Background: an optimization exercise with open tools, aiming at small area and a short achievable clock period. Do not read the settings as production practice.

==> build 52 <==
// doodleGame
module doodleGame
(
	input logic Reset,  
	input logic frame_clk,  
	input logic [7:0] keycode,
	input logic [167:0] platforms,  
	input logic [41:0] springs,  
	output logic [19:0] sprite,  
	output logic [9:0] speed,
	output logic [9:0] scroll,
	output logic [19:0] score,
	output logic [1:0] state,
	output logic [1:0] difficulty,
	output logic [7:0] platHit
);
	logic [2:0] lastKc, kc;
	logic [7:0] xk, xkNext;
	logic [8:0] y, yReg, yNext;
	logic scrolling, scrollingNext;
	logic [5:0] sp, spNext;
	logic [19:0] scoreNext;
	logic [1:0] gravCnt, gravCntNext, stateNext, difficultyNext;
	logic prevMenu;
	logic leftKey, rightKey, leftPress, rightPress, startPress, pausePress;
	logic floorHit;
	logic [1:0] springHit;
	keyDecoder keys
	(
		.keycode(keycode),
		.lastKc(lastKc),
		.kc(kc),
		.leftKey(leftKey),
		.rightKey(rightKey),
		.leftPress(leftPress),
		.rightPress(rightPress),
		.startPress(startPress),
		.pausePress(pausePress)
	);
	gameStateCtrl control
	(
		.state(state),
		.difficulty(difficulty),
		.leftPress(leftPress),
		.rightPress(rightPress),
		.startPress(startPress),
		.pausePress(pausePress),
		.floorHit(floorHit),
		.stateNext(stateNext),
		.difficultyNext(difficultyNext)
	);
	hitDetector detect
	(
		.xk(xk),
		.y(y),
		.platforms(platforms),
		.springs(springs),
		.platHit(platHit),
		.springHit(springHit)
	);
	doodleMotion motion
	(
		.state(state),
		.difficulty(difficulty),
		.leftKey(leftKey),
		.rightKey(rightKey),
		.platAny(|platHit),
		.springAny(|springHit),
  ...
==> flow/config.mk <==
export PLATFORM = sky130hd
export DESIGN_NAME = doodleGame
export DESIGN_NICKNAME = doodleGame
export VERILOG_FILES = /design/flow/design.v
export SDC_FILE = /design/flow/constraint.sdc
export NUM_CORES = 4
export LEC_CHECK = 0
export CAP_MARGIN = 20
export CORE_MARGIN = 2
export CORE_UTILIZATION = 40
export CTS_BUF_LIST = sky130_fd_sc_hd__clkbuf_4 sky130_fd_sc_hd__clkbuf_8
export SETUP_SLACK_MARGIN = 4
export SLEW_MARGIN = 20
export SYNTH_HIERARCHICAL = 1
export SYNTH_MINIMUM_KEEP_SIZE = 0
==> flow/constraint.sdc <==
create_clock -name core_clock -period 10.0 [get_ports {Reset}]
set_input_delay 2.0000 -clock core_clock [delete_from_list [all_inputs] [get_ports {Reset}]]
set_output_delay 2.0000 -clock core_clock [all_outputs]
set_load 0.01 [all_outputs]
standard.sh (not shown) runs the stock make flow with config.mk's settings and CLKGATE_MAP_FILE= SYNTH_SCRIPT=/design/flow/synth_recipe.tcl, a recipe that flattens the netlist after the stock synthesis.
==> flow/flow/run.sh <==
#!/bin/bash
set -e
export BUFFER_PORTS_ARGS="-buffer_cell sky130_fd_sc_hd__buf_1"
bash standard.sh > standard.log 2>&1
==> build 45 (differences from build 52) <==
--- a/flow/design.v
+++ b/flow/design.v
@@ -240,20 +240,18 @@
 	aoi211Cell cHit (.a(nmNeg), .b(loFail), .c(nY), .d(hiFail), .y(hit));
 endmodule
 module hitDetector
 (
 	input logic [7:0] xk,  
-	input logic [8:0] y,  
+	input logic [8:0] yA,  
 	input logic [167:0] platforms,  
 	input logic [41:0] springs,
 	output logic [7:0] platHit,
 	output logic [1:0] springHit
 );
-	logic [8:0] yA;  
 	logic [5:0] aH, aH1;
 	logic [2:0] aL;
-	assign yA = y + 9'd28;
 	assign aL = yA[2:0];
 	assign aH = yA[8:3];
 	assign aH1 = aH + 6'd1;  
 	logic [8:0] pM, sM;
 	logic [7:0] pN, sN;
@@ -279,34 +277,31 @@
 (
 	input logic [8:0] y,
 	input logic [5:0] sp,
 	output logic [8:0] newY
 );
-	assign newY = y + {{3{sp[5]}}, sp};
+	logic [9:0] c;
+	assign c[0] = 1'b0;
+	genvar i;
+	generate
+		for (i = 0; i < 9; i++)
+		begin : gBit
+			logic b;
+			assign b = sp[(i < 5) ? i : 5];
+			assign newY[i] = y[i] ^ b ^ c[i];
+			assign c[i+1] = (y[i] & b) | (y[i] & c[i]) | (b & c[i]);
+		end
+	endgenerate
 endmodule
 module motionExcess
 (
 	input logic [8:0] newY,
 	output logic below,
 	output logic [7:0] excess
 );
-	assign below = (newY < 9'd240);
-	assign excess = 8'd240 - newY[7:0];
-endmodule
-module motionScore
-(
-	input logic [19:0] score,
-	input logic [7:0] excess,
-	input logic clear,
-	input logic add,
-	output logic [19:0] scoreNext
-);
-	logic [8:0] lowSum;
-	logic [11:0] highSum;
-	assign lowSum = {1'b0, score[7:0]} + {1'b0, excess};
-	assign highSum = score[19:8] + {11'd0, lowSum[8]};
-	assign scoreNext = clear ? 20'd0 : add ? {highSum, lowSum[7:0]} : score;
+	assign below = (newY < 9'd268);
+	assign excess = 8'd12 - newY[7:0];  
 endmodule
 module motionX
 (
 	input logic [7:0] xk,
 	input logic [1:0] difficulty,
@@ -359,20 +354,19 @@
 	input logic leftKey,
 	input logic rightKey,
 	input logic platAny,
 	input logic springAny,
 	input logic [7:0] xk,  
-	input logic [8:0] y,
+	input logic [8:0] y,  
 	input logic [5:0] sp,  
-	input logic [19:0] score,
 	input logic [1:0] gravCnt,
 	input logic prevMenu,  
 	output logic [7:0] xkNext,
 	output logic [8:0] yNext,
 	output logic [5:0] spNext,
-	output logic scrollingNext,  
-	output logic [19:0] scoreNext,
+	output logic [7:0] scrollNext,
+	output logic clearScore,  
 	output logic [1:0] gravCntNext,
 	output logic floorHit
 );
 	logic menu, play, enterPlay, move, falling, onFloor, gravStep, below, rising, doScroll;
 	logic bounce, landed;
@@ -382,11 +376,11 @@
 	assign menu = (state == doodlePkg::StMenu);
 	assign play = (state == doodlePkg::StPlay);
 	assign enterPlay = play & prevMenu;
 	assign move = play & ~prevMenu;  
 	assign falling = ~sp[5];
-	assign onFloor = (y >= 9'd447);
+	assign onFloor = (y >= 9'd475);  
 	assign gravStep = (gravCnt == 2'd2);
 	motionNewY addY (.y(y), .sp(sp), .newY(newY));
 	motionExcess ex (.newY(newY), .below(below), .excess(excess));
 	motionFall fall (.sp(sp), .gravStep(gravStep), .fallSpeed(fallSpeed));
 	assign rising = sp[5] & below;  
@@ -394,13 +388,12 @@
 	assign landed = falling & (springAny | platAny | onFloor);
 	assign floorHit = move & falling & ~springAny & ~platAny & onFloor;
 	assign doScroll = move & ~landed & rising;
 	motionX mx (.xk(xk), .difficulty(difficulty), .leftKey(leftKey), .rightKey(rightKey),
 		.toSlot(menu), .steer(move & ~floorHit), .xkNext(xkNext));
-	motionScore ms (.score(score), .excess(excess), .clear(menu | enterPlay), .add(doScroll),
-		.scoreNext(scoreNext));
-	assign scrollingNext = doScroll;
+	assign clearScore = menu | enterPlay;
+	assign scrollNext = doScroll ? excess : 8'd0;
 	always_comb
 	begin
 		yNext = y;
 		spNext = sp;
 		if (menu)
@@ -413,11 +406,11 @@
 				spNext = fallSpeed;
 			end
 		end
 		else if (enterPlay)
 		begin
-			yNext = 9'd100;
+			yNext = 9'd128;  
 			spNext = '0;
 		end
 		else if (move)
 		begin
 			if (falling & springAny)
@@ -425,11 +418,11 @@
 			else if (falling & platAny)
 				spNext = 6'd52;  
 			else if (~(falling & onFloor))
 			begin
 				spNext = fallSpeed;
-				yNext = doScroll ? {1'b0, excess} : newY;  
+				yNext = rising ? 9'd268 : newY;  
 			end
 		end
 	end
 	assign gravCntNext = enterPlay ? 2'd0 : (menu | play) ? (gravStep ? 2'd0 : gravCnt + 2'd1) : gravCnt;
 endmodule
@@ -448,14 +441,15 @@
 	output logic [1:0] difficulty,
 	output logic [7:0] platHit
 );
 	logic [2:0] lastKc, kc;
 	logic [7:0] xk, xkNext;
-	logic [8:0] y, yReg, yNext;
-	logic scrolling, scrollingNext;
+	logic [8:0] ya, yNext;  
 	logic [5:0] sp, spNext;
-	logic [19:0] scoreNext;
+	logic [7:0] scroll8, scrollNext;
+	logic [19:0] scoreBase;  
+	logic clearScore;
 	logic [1:0] gravCnt, gravCntNext, stateNext, difficultyNext;
 	logic prevMenu;
 	logic leftKey, rightKey, leftPress, rightPress, startPress, pausePress;
 	logic floorHit;
 	logic [1:0] springHit;
@@ -484,11 +478,11 @@
 		.difficultyNext(difficultyNext)
 	);
 	hitDetector detect
 	(
 		.xk(xk),
-		.y(y),
+		.yA(ya),
 		.platforms(platforms),
 		.springs(springs),
 		.platHit(platHit),
 		.springHit(springHit)
 	);
@@ -499,20 +493,19 @@
 		.leftKey(leftKey),
 		.rightKey(rightKey),
 		.platAny(|platHit),
 		.springAny(|springHit),
 		.xk(xk),
-		.y(y),
+		.y(ya),
 		.sp(sp),
-		.score(score),
 		.gravCnt(gravCnt),
 		.prevMenu(prevMenu),
 		.xkNext(xkNext),
 		.yNext(yNext),
 		.spNext(spNext),
-		.scrollingNext(scrollingNext),
-		.scoreNext(scoreNext),
+		.scrollNext(scrollNext),
+		.clearScore(clearScore),
 		.gravCntNext(gravCntNext),
 		.floorHit(floorHit)
 	);
 	always_ff @(posedge Reset or posedge frame_clk)
 	begin
@@ -520,31 +513,57 @@
 		begin
 			lastKc <= doodlePkg::KcNone;
 			state <= doodlePkg::StMenu;
 			difficulty <= 2'd1;
 			xk <= doodlePkg::SlotNormal;
-			yReg <= 9'd100;
-			scrolling <= 1'b0;
+			ya <= 9'd128;  
 			sp <= '0;
-			score <= '0;
+			scroll8 <= '0;
+			scoreBase <= '0;
 			gravCnt <= '0;
 			prevMenu <= 1'b1;
 		end
 		else
 		begin
 			lastKc <= kc;
 			state <= stateNext;
 			difficulty <= difficultyNext;
 			xk <= xkNext;
-			yReg <= yNext;
-			scrolling <= scrollingNext;
+			ya <= yNext;
 			sp <= spNext;
-			score <= scoreNext;
+			scroll8 <= scrollNext;
+			scoreBase <= clearScore ? 20'd0 : score;
 			gravCnt <= gravCntNext;
 			prevMenu <= (state == doodlePkg::StMenu);
 		end
 	end
-	assign sprite = {xk, 2'b10, 1'b0, y};
+	scoreAdd addScore (.base(scoreBase), .step(scroll8), .score(score));
+	logic [8:0] yOut;
+	ySub28 outY (.ya(ya), .y(yOut));
+	assign sprite = {xk, 2'b10, 1'b0, yOut};
 	assign speed = {{4{sp[5]}}, sp};
-	assign y = scrolling ? 9'd240 : yReg;
-	assign scroll = scrolling ? {2'b00, yReg[7:0]} : 10'd0;
+	assign scroll = {2'b00, scroll8};
+endmodule
+module scoreAdd
+(
+	input logic [19:0] base,
+	input logic [7:0] step,
+	output logic [19:0] score
+);
+	logic [8:0] low;
+	logic [11:0] carry;
+	assign low = {1'b0, base[7:0]} + {1'b0, step};
+	always_comb
+	begin
+		carry[0] = low[8];
+		for (int i = 1; i < 12; i++)
+			carry[i] = carry[i-1] & base[8+i-1];
+	end
+	assign score = {base[19:8] ^ carry, low[7:0]};
+endmodule
+module ySub28
+(
+	input logic [8:0] ya,
+	output logic [8:0] y
+);
+	assign y = ya - 9'd28;
 endmodule
- SETUP_SLACK_MARGIN: 4 -> 4.5
==> build 72 (differences from build 52) <==
--- a/flow/design.v
+++ b/flow/design.v
@@ -314,37 +314,28 @@
 	input logic rightKey,
 	input logic toSlot,
 	input logic steer,
 	output logic [7:0] xkNext
 );
-	logic [7:0] tog, slot;
-	logic upAll, dnAll, wrapLo, wrapHi, goLeft, goRight;
-	logic [7:0] ones, zeros;
-	assign goLeft = steer & leftKey;
-	assign goRight = steer & ~leftKey & rightKey;
+	logic [7:0] xkMoved, slot;
 	always_comb
 	begin
-		ones[0] = 1'b1;
-		zeros[0] = 1'b1;
-		for (int i = 1; i < 8; i++)
-		begin
-			ones[i] = ones[i-1] & xk[i-1];
-			zeros[i] = zeros[i-1] & ~xk[i-1];
-		end
+		xkMoved = xk + {{7{leftKey}}, leftKey | rightKey};
+		if (leftKey & (xk == 8'd0))
+			xkMoved = 8'd159;
+		else if (~leftKey & rightKey & (xk == 8'd159))
+			xkMoved = 8'd0;
 	end
-	assign wrapLo = goLeft & (xk == 8'd0);
-	assign wrapHi = goRight & (xk == 8'd159);
-	assign tog = ({8{goRight}} & ones) | ({8{goLeft}} & zeros);
 	always_comb
 	begin
 		case (difficulty)
 			2'd0: slot = doodlePkg::SlotEasy;
 			2'd1: slot = doodlePkg::SlotNormal;
 			default: slot = doodlePkg::SlotHard;
 		endcase
 	end
-	assign xkNext = toSlot ? slot : wrapLo ? 8'd159 : wrapHi ? 8'd0 : xk ^ tog;
+	assign xkNext = toSlot ? slot : steer ? xkMoved : xk;
 endmodule
 module motionFall
 (
 	input logic [5:0] sp,
 	input logic gravStep,
@@ -367,11 +358,11 @@
 	input logic [1:0] gravCnt,
 	input logic prevMenu,  
 	output logic [7:0] xkNext,
 	output logic [8:0] yNext,
 	output logic [5:0] spNext,
-	output logic scrollingNext,  
+	output logic [7:0] scrollNext,
 	output logic [19:0] scoreNext,
 	output logic [1:0] gravCntNext,
 	output logic floorHit
 );
 	logic menu, play, enterPlay, move, falling, onFloor, gravStep, below, rising, doScroll;
@@ -396,11 +387,11 @@
 	assign doScroll = move & ~landed & rising;
 	motionX mx (.xk(xk), .difficulty(difficulty), .leftKey(leftKey), .rightKey(rightKey),
 		.toSlot(menu), .steer(move & ~floorHit), .xkNext(xkNext));
 	motionScore ms (.score(score), .excess(excess), .clear(menu | enterPlay), .add(doScroll),
 		.scoreNext(scoreNext));
-	assign scrollingNext = doScroll;
+	assign scrollNext = doScroll ? excess : 8'd0;
 	always_comb
 	begin
 		yNext = y;
 		spNext = sp;
 		if (menu)
@@ -425,11 +416,11 @@
 			else if (falling & platAny)
 				spNext = 6'd52;  
 			else if (~(falling & onFloor))
 			begin
 				spNext = fallSpeed;
-				yNext = doScroll ? {1'b0, excess} : newY;  
+				yNext = rising ? 9'd240 : newY;
 			end
 		end
 	end
 	assign gravCntNext = enterPlay ? 2'd0 : (menu | play) ? (gravStep ? 2'd0 : gravCnt + 2'd1) : gravCnt;
 endmodule
@@ -448,13 +439,13 @@
 	output logic [1:0] difficulty,
 	output logic [7:0] platHit
 );
 	logic [2:0] lastKc, kc;
 	logic [7:0] xk, xkNext;
-	logic [8:0] y, yReg, yNext;
-	logic scrolling, scrollingNext;
+	logic [8:0] y, yNext;
 	logic [5:0] sp, spNext;
+	logic [7:0] scroll8, scrollNext;
 	logic [19:0] scoreNext;
 	logic [1:0] gravCnt, gravCntNext, stateNext, difficultyNext;
 	logic prevMenu;
 	logic leftKey, rightKey, leftPress, rightPress, startPress, pausePress;
 	logic floorHit;
@@ -507,11 +498,11 @@
 		.gravCnt(gravCnt),
 		.prevMenu(prevMenu),
 		.xkNext(xkNext),
 		.yNext(yNext),
 		.spNext(spNext),
-		.scrollingNext(scrollingNext),
+		.scrollNext(scrollNext),
 		.scoreNext(scoreNext),
 		.gravCntNext(gravCntNext),
 		.floorHit(floorHit)
 	);
 	always_ff @(posedge Reset or posedge frame_clk)
@@ -520,31 +511,30 @@
 		begin
 			lastKc <= doodlePkg::KcNone;
 			state <= doodlePkg::StMenu;
 			difficulty <= 2'd1;
 			xk <= doodlePkg::SlotNormal;
-			yReg <= 9'd100;
-			scrolling <= 1'b0;
+			y <= 9'd100;
 			sp <= '0;
+			scroll8 <= '0;
 			score <= '0;
 			gravCnt <= '0;
 			prevMenu <= 1'b1;
 		end
 		else
 		begin
 			lastKc <= kc;
 			state <= stateNext;
 			difficulty <= difficultyNext;
 			xk <= xkNext;
-			yReg <= yNext;
-			scrolling <= scrollingNext;
+			y <= yNext;
 			sp <= spNext;
+			scroll8 <= scrollNext;
 			score <= scoreNext;
 			gravCnt <= gravCntNext;
 			prevMenu <= (state == doodlePkg::StMenu);
 		end
 	end
 	assign sprite = {xk, 2'b10, 1'b0, y};
 	assign speed = {{4{sp[5]}}, sp};
-	assign y = scrolling ? 9'd240 : yReg;
-	assign scroll = scrolling ? {2'b00, yReg[7:0]} : 10'd0;
+	assign scroll = {2'b00, scroll8};
 endmodule
- CTS_BUF_LIST: sky130_fd_sc_hd__clkbuf_4 sky130_fd_sc_hd__clkbuf_8 -> unset
- SETUP_SLACK_MARGIN: 4 -> 5
==> impl_metrics.toml <==
[status]
outcome = "no timing/DRC/antenna violations"

[timing]
fmaxAchievable_mhz = 181
finalCriticalPeriod_ps = 5520
fin_crit_sh_pct = 55.2

[yosys]
ys_warn_count = 10

[layout]
seqCellArea_mm2 = 0.00155

[detailed_routing]
top_layer_used = "met5"
-- figures above: build 72

==> impl_metrics.toml <==
[status]
outcome = "no timing/DRC/antenna violations"

[hold_path]
worst_hold_path_type = "reg2reg"

[floorplan]
core.rowCount = 57

[yosys]
ys_warn_count = 10

[grt]
grt_pass1_vias = 10400

[layout]
seqCellArea_mm2 = 0.00137
synthToLayoutAreaGrowth_pct = 19.3
layout_top_registers = "score: 20 flops, yReg: 9 flops, xk: 8 flops"

[clock_tree]
cts.reportedPaths.clkPinSlew_ps = 100
-- figures above: build 52

==> impl_metrics.toml <==
[timing]
fin_crit_sh_pct = 57.6
worst_slew_margin_rel_pct = 36.0
finalCriticalPeriod_ps = 5760

[power_and_ir_drop]
clkPwrFrac_pct = 8.2

[layout]
seqCellArea_mm2 = 0.00154

[critical_path]
setup.worst_path.class = "reg2out"

[yosys]
ys_warn_count = 11

[status]
outcome = "no timing/DRC/antenna violations"

[detailed_routing]
top_layer_used = "met4"

[clock_tree]
cts.path.max_buffers = 2
-- figures above: build 45

Function was not checked in any run of this note: the RTL went through the layout flow alone.

==> static timing again, ports no longer ideal <==
In the flow no input, the clock included, has a driving cell. The finished layouts below were timed again as built, in two steps. Step 1: set_driving_cell puts a clkbuf_16 on Reset and a buf_2 on each other input, an assumption about the parent block. Step 2 times the ports against the registers' clock, not the clock port: input delays grow and output delays shrink by t, the midpoint of the rising clock arrivals with the driver on. Slacks: ideal / step 1 / step 2; pairs: ideal / step 1.
run | shift t [ns] | setup WS [ns] | worst register clock-pin slew, ns
build 52 | 0.344 | 4.185 / 4.152 / 4.147 | 0.11 / 0.11
build 45 | 0.395 | 4.240 / 4.208 / 4.448 | 0.08 / 0.08
build 72 | 0.364 | 4.475 / 4.429 / 4.429 | 0.06 / 0.06
After both steps setup and hold are still met in every run listed. The setup slack of build 72, which loses most, moves by -0.046 ns with the drivers and by -0.046 ns with both steps.
